This is an optimization exercise on Yosys and OpenROAD, whose aim is small area, a short achievable clock period and few clock cycles per item, not a production implementation. In this exercise RTL edits were held to simulation tests only and were not proved equivalent to the original.

$ cat design.v
module fir_mac_lane
#(
   parameter int S_WIDTH = 24,
   parameter int S_DEPTH = 29,
   parameter int C_WIDTH = 18,
   parameter int TW      = 5
) (
   input  logic                       clk,
   input  logic                       reset,
   input  logic                       clear_acc,
   input  logic                       mac_en,
   input  logic                       round_en,
   input  logic [TW-1:0]              tap_sel,
   input  logic [S_WIDTH*S_DEPTH-1:0] window,
   input  logic [C_WIDTH*S_DEPTH-1:0] coeffs,
   output logic [S_WIDTH-1:0]         result
);
   localparam int PW = S_WIDTH + C_WIDTH;
   localparam int AW = PW + ((S_DEPTH > 2) ? $clog2(S_DEPTH) : 1);
   localparam logic signed [AW-1:0] ROUND_BIAS = {{(AW-1){1'b0}}, 1'b1} << (C_WIDTH - 2);
   logic signed [S_WIDTH-1:0] taps  [S_DEPTH];
   logic signed [C_WIDTH-1:0] coefs [S_DEPTH];
   for (genvar k = 0; k < S_DEPTH; k++) begin : g_unpack
      assign taps[k]  = window[k*S_WIDTH +: S_WIDTH];
      assign coefs[k] = coeffs[k*C_WIDTH +: C_WIDTH];
   end
   logic signed [S_WIDTH-1:0] tap_cur;
   logic signed [C_WIDTH-1:0] coef_cur;
   logic signed [PW-1:0]      product;
   logic signed [AW-1:0]      acc_q, acc_d;
   logic signed [AW-1:0]      rounded;
   logic [S_WIDTH-1:0]        result_q, result_d;
   always_comb begin
      tap_cur  = taps[tap_sel];
      coef_cur = coefs[tap_sel];
      product  = PW'(tap_cur) * PW'(coef_cur);
      acc_d    = acc_q;
      if (clear_acc) begin
         acc_d = '0;
      end else if (mac_en) begin
         acc_d = acc_q + AW'(product);
      end
      rounded  = (acc_q + ROUND_BIAS) >>> (C_WIDTH - 1);
      result_d = result_q;
      if (round_en) begin
         if ((&rounded[AW-1:S_WIDTH-1]) || (~|rounded[AW-1:S_WIDTH-1])) begin
            result_d = rounded[S_WIDTH-1:0];
         end else if (rounded[AW-1]) begin
            result_d = {1'b1, {(S_WIDTH-1){1'b0}}};
         end else begin
            result_d = {1'b0, {(S_WIDTH-1){1'b1}}};
         end
      end
   end
   always_ff @(posedge clk or posedge reset) begin
      if (reset) begin
         acc_q    <= '0;
         result_q <= '0;
      end else begin
         acc_q    <= acc_d;
         result_q <= result_d;
      end
   end
   assign result = result_q;
endmodule
module fir_mac_engine
#(
   parameter int S_WIDTH = 24,
   parameter int S_DEPTH = 29,
   parameter int C_WIDTH = 18
) (
   input  logic                       clk,
   input  logic                       reset,
   input  logic [S_WIDTH*S_DEPTH-1:0] shiftRegI,
   input  logic [S_WIDTH*S_DEPTH-1:0] shiftRegQ,
   input  logic                       empty,
   input  logic [C_WIDTH*S_DEPTH-1:0] coeffs,
   output logic                       canShift,
   output logic [S_WIDTH-1:0]         outI,
   output logic [S_WIDTH-1:0]         outQ,
   output logic                       outValid,
   input  logic                       outReady
);
   localparam int TW = ((S_DEPTH > 2) ? $clog2(S_DEPTH) : 1);
   localparam logic [TW-1:0] LAST_TAP = TW'(S_DEPTH - 1);
   typedef enum logic [2:0] {
      IDLE,
      SHIFT,
      SETTLE,
      MAC,
      ROUND,
      OUT
   } state_t;
   state_t        state_q, state_d;
   logic [TW-1:0] tap_q, tap_d;
   logic          can_shift_q, can_shift_d;
   logic          out_valid_q, out_valid_d;
   logic          clear_acc, mac_en, round_en;
   always_comb begin
      state_d     = state_q;
      tap_d       = tap_q;
      can_shift_d = 1'b0;
      out_valid_d = out_valid_q;
      clear_acc   = 1'b0;
      mac_en      = 1'b0;
      round_en    = 1'b0;
      case (state_q)
         IDLE: begin
            if (!empty) begin
               state_d     = SHIFT;
               can_shift_d = 1'b1;
            end
         end
         SHIFT: state_d = SETTLE;
         SETTLE: begin
            clear_acc = 1'b1;
            tap_d     = '0;
            state_d   = MAC;
         end
         MAC: begin
            mac_en = 1'b1;
            if (tap_q == LAST_TAP) begin
               state_d = ROUND;
            end else begin
               tap_d = tap_q + TW'(1);
            end
         end
         ROUND: begin
            round_en    = 1'b1;
            out_valid_d = 1'b1;
            state_d     = OUT;
         end
         OUT: begin
            if (outReady) begin
               out_valid_d = 1'b0;
               state_d     = IDLE;
            end
         end
         default: state_d = IDLE;
      endcase
   end
   always_ff @(posedge clk or posedge reset) begin
      if (reset) begin
         state_q     <= IDLE;
         tap_q       <= '0;
         can_shift_q <= 1'b0;
         out_valid_q <= 1'b0;
      end else begin
         state_q     <= state_d;
         tap_q       <= tap_d;
         can_shift_q <= can_shift_d;
         out_valid_q <= out_valid_d;
      end
   end
   fir_mac_lane #(
      .S_WIDTH (S_WIDTH),
      .S_DEPTH (S_DEPTH),
      .C_WIDTH (C_WIDTH),
      .TW      (TW)
   ) u_lane_i (
      .clk       (clk),
      .reset     (reset),
      .clear_acc (clear_acc),
      .mac_en    (mac_en),
      .round_en  (round_en),
      .tap_sel   (tap_q),
      .window    (shiftRegI),
      .coeffs    (coeffs),
      .result    (outI)
   );
   fir_mac_lane #(
      .S_WIDTH (S_WIDTH),
      .S_DEPTH (S_DEPTH),
      .C_WIDTH (C_WIDTH),
      .TW      (TW)
   ) u_lane_q (
      .clk       (clk),
      .reset     (reset),
      .clear_acc (clear_acc),
      .mac_en    (mac_en),
      .round_en  (round_en),
      .tap_sel   (tap_q),
      .window    (shiftRegQ),
      .coeffs    (coeffs),
      .result    (outQ)
   );
   assign canShift = can_shift_q;
   assign outValid = out_valid_q;
endmodule
$ cat run.sh
#!/bin/bash
# synth_recipe.tcl (not shown) runs the flow's synth.tcl, then flattens the netlist and writes it again
# the make line also repeats each setting of config.mk as NAME=value (left out here)
make -C /OpenROAD-flow-scripts/flow DESIGN_CONFIG=/design/flow/config.mk WORK_HOME=/design/flow/orfs CLKGATE_MAP_FILE= SYNTH_SCRIPT=/design/flow/synth_recipe.tcl finish
$ cat config.mk
export PLATFORM = sky130hd
export DESIGN_NAME = fir_mac_engine
export DESIGN_NICKNAME = fir_mac_engine
export VERILOG_FILES = /design/flow/design.v
export SDC_FILE = /design/flow/constraint.sdc
export NUM_CORES = 4
export LEC_CHECK = 0
export CAP_MARGIN = 20
export CORE_AREA = 10 10 710 710
export DIE_AREA = 0 0 720 720
export SLEW_MARGIN = 20
$ cat constraint.sdc
create_clock -name core_clock -period 12.0 [get_ports {clk}]
set_input_delay 2.4000 -clock core_clock [delete_from_list [all_inputs] [get_ports {clk}]]
set_output_delay 2.4000 -clock core_clock [all_outputs]
set_load 0.01 [all_outputs]
==> out/metrics.yaml <==
status:
  status: "no timing/DRC/antenna violations"
worst_setup_path:
  crit_fanout: 23
  endpoint_kind: "register"
  worstPathArrival_ns: 11.83
  path_class: "register to register"
  cp_slowest_stage_delay_ns: 0.89
  r2r_cells: 35
  cp.required_ns: 12.40
  critPathSlowestCell: "nor2_4"
  cp-start-kind: "register"
  reg2reg_slack_ns: 0.57
  r2r-end: "u_lane_q.acc_q[46]"
  r2r-start: "tap_q[0]"
route:
  vias: 65103
  wl_per_cell_um: 44.79
  firstDrtPassIters: 8
  drt-total-wl_um: 681800
  drc: 0
  first_iter_violations: 7987
  postRouteAntennaNets: 0
  viasPerCell: 4.276
cells_and_area:
  num-fill-cells: 55111
  final_nets: 11544
  final_area_um2: 86880
  synthToLayoutAreaGrowth_pct: 61.15
  layout.cells.non_filler: 15224
  drive_gt1_share_pct: 8.972
timing:
  drv_slew: 0
  post-route-period-util_pct: 95.24
  hold_viol: 0
  worst_slew_pin_slew_ns: 1.254
  fin_tns_setup_ns: 0
  max_slew_margin_pct: 16.37
  rsz0062_at_grt: "no"
  setup_viol: 0
  whs_ns: 0.4788
  max_freq_mhz: 87.50
  finalCriticalPeriod_ns: 11.43
  fin_skew_ns: 0.02442
synth:
  seq_area_frac_synth_pct: 7.055
  netlist_instances: 6256
  synth_top_cell_by_area: "fa_1"
  synthTopCellsByCount: "inv_1 (1105), fa_1 (982), nand2_1 (588)"
  syn_nets: 9431
  synth_cell_type_count: 98
  postSynthAreaPerCell_um2: 8.618
  yosys_warnings: 4
  synth-seq-cells: 152
  synthArstFlopShare_pct: 100.0
  ys.flop_type: "dfrtp_1"
  synth_top_area_share_pct: 36.46
  synth.most_common_cell: "inv_1"
  ys_top_cells_by_area: "fa_1 (36%), inv_1 (7.7%), a22oi_1 (7.1%)"
  synth_edf_count: 0
  synth_area_um2: 53910
hold_path:
  worstHoldPathType: "register to register"
  whs_endpoint: "u_lane_i.acc_q[2]"
  hold_path_depth: 2
  holdCritStartpoint: "u_lane_i.acc_q[2]"
global_routing:
  grtUsageMet2_pct: 38.71
  grt_pass1_vias: 64005
  grt_first_pass_wirelength_um: 824900
  gr-usage-met1_pct: 30.25
  antenna_found_initial: 531
  top_usage_layer: "met2"
  grtUsageMet3_pct: 9.820
  track_usage_pct: 25.21
  grt_max_degree: 61
  overflow: 0
clock_network:
  clk_latency_ns: 0.53
  htree_levels: 4
  cts_made_buffers: 17
  cts_buffer_depth: 2
  cts.sinks: 152
  cts_tree: "yes"
  ctsHoldBuffers: 0
  cts_setup_buffers: 0
  cts_root_buf: "clkbuf_16"
  clkTransAtPathRegs_ns: 0.07
  cts_resized: 0
placed_design:
  dp_hpwl_um: 614100
  gp_congestion: 1.002
  portBuffers: 1967
  placed_cell_area_um2: 85350
  dpl.cell_count: 14824
floorplan:
  die_area_um2: 518400
  core_area_um2: 489100
  io_pins: 1968
  die_w_um: 720
  rows: 257
  start_util_pct: 11.02
  dieHeight_um: 720
run:
  cap_violations: 0
[worst max-delay path, delay by kind of cell, from the launching register on]
family / cells / cell delay (ns)
flops: 1 / 0.44
fa+ha+maj: 9 / 4.21
simple gates: 8 / 2.73
compound gates: 7 / 1.81
buf+inv: 11 / 1.99
[cell families after synthesis]
group           Yosys count  share of synthesized area, %
compound gates         1454                         20.23
xor+xnor                140                         2.274
fa+ha+maj              1257                         42.85
buf+inv                1522                         11.27
flops                   152                         7.055
mux                      22                        0.4363
simple gates           1709                         15.88
[sequential cells by signal, summed over array words and instances (netlist names)]
register	flops
tap_q	5
u_lane_i.result_q	24
u_lane_q.acc_q	47
u_lane_q.result_q	24
out_valid_q	1
can_shift_q	1
u_lane_i.acc_q	47
state_q	3
[cell usage in the layout (no fill, tap or decap), types with 11 or more instances in the layout]
master / netlist / final
nor3_1: 79 / 65
nand2b_1: 19 / 19
a222oi_1: 18 / 18
nor2_4: 1 / 28
dfrtp_1: 152 / 149
and2_1: 412 / 411
a21oi_4: 4 / 22
buf_12: 0 / 60
inv_1: 1105 / 1104
o211ai_1: 12 / 12
o21bai_1: 12 / 12
nand2_1: 588 / 587
nand4_1: 149 / 149
nor4_1: 12 / 11
xnor2_1: 108 / 108
nor2_1: 211 / 186
o22ai_1: 71 / 71
diode_2: 0 / 367
a22oi_1: 507 / 500
a21o_1: 41 / 41
a221oi_1: 183 / 175
and3_1: 22 / 22
nor2b_1: 18 / 13
clkbuf_16: 0 / 17
buf_4: 22 / 478
a21oi_1: 117 / 108
o21ai_0: 118 / 118
o21ai_1: 20 / 19
xor2_1: 32 / 32
fa_1: 982 / 982
ha_1: 275 / 272
nor3_2: 0 / 14
a22o_1: 194 / 193
mux2i_1: 12 / 12
a31oi_1: 20 / 20
clkdlybuf4s50_1: 0 / 1967
a211oi_1: 13 / 13
nand3_1: 138 / 138
a21oi_2: 40 / 31
a32o_1: 12 / 12
[stage by stage]
stage	utilization [%]	setup WS (ns)
floorplan	-	2.358
global placement	17.41	0.2044
detailed placement	17.45	0.2266
CTS	17.57	0.5476
global route	17.65	0.1747
finish	17.76	0.5709
[worst max path at each step]
stage / startpoint / end / slack, ns / cells after the start
2_1_floorplan: coeffs[468] / u_lane_q.acc_q[46] / 2.36 / 25
3_3_place_gp: shiftRegI[519] / u_lane_i.acc_q[45] / 0.20 / 29
3_5_place_dp: shiftRegI[519] / u_lane_i.acc_q[45] / 0.23 / 29
4_1_cts: tap_q[0] / u_lane_q.acc_q[46] / 0.55 / 35
5_1_grt: tap_q[0] / u_lane_q.acc_q[46] / 0.17 / 34
6_report: tap_q[0] / u_lane_q.acc_q[46] / 0.57 / 35
[cell type report]
class / count / area, um2 / share of cell area [%]
clock buffer: 18 / 429.2 / 0.4940
sequential: 152 / 3810 / 4.385
multi-input combinational: 4582 / 44710 / 51.46
clock inverter: 14 / 161.4 / 0.1858
antenna: 367 / 918.4 / 1.057
tap: 6475 / 8102 / 9.325
timing repair buffer: 2509 / 24590 / 28.30
inverter: 1107 / 4160 / 4.789
[per-layer routing]
metal,routed length (um),up-vias
met5,1334,-
met4,41990,202
met3,74340,1208
met2,298000,4524
met1,266200,33433
li1,-,25736
Testbench counts, summed over its fixed seeds: cycles 8,704, items 256.

==> afterwards: timing with drivers on the ports <==
The flow's constraints put no driver on any port. The routed layout listed below was extracted and timed again, unchanged, in two steps.
Step 1 (the two cells are an assumption about what drives the block):
set clk [get_ports {clk}]
set_driving_cell -lib_cell sky130_fd_sc_hd__clkbuf_16 $clk
set_driving_cell -lib_cell sky130_fd_sc_hd__buf_2 [delete_from_list [all_inputs] $clk]
Step 2 adds t to the input delays and takes it off the output delays; t is the mean of the earliest and latest rising clock arrival at the registers after step 1. Input paths then give back, and output paths get back, about the clock's delay inside the block.
a / b / c = no drivers / after step 1 / after step 2; a / b = the first two.
t, ns: 0.597
setup WS [ns]: 0.571 / 0.571 / 0.097
clock arrival spread, ns: 0.026 / 0.027
slew at the worst register clock pin (ns): 0.09 / 0.09
worst slew at a driven data input, ns: 0.95
After both steps setup and hold are still met in this run. For this run, drivers alone change the setup slack by 0.000 ns; drivers and shift together by -0.474 ns.
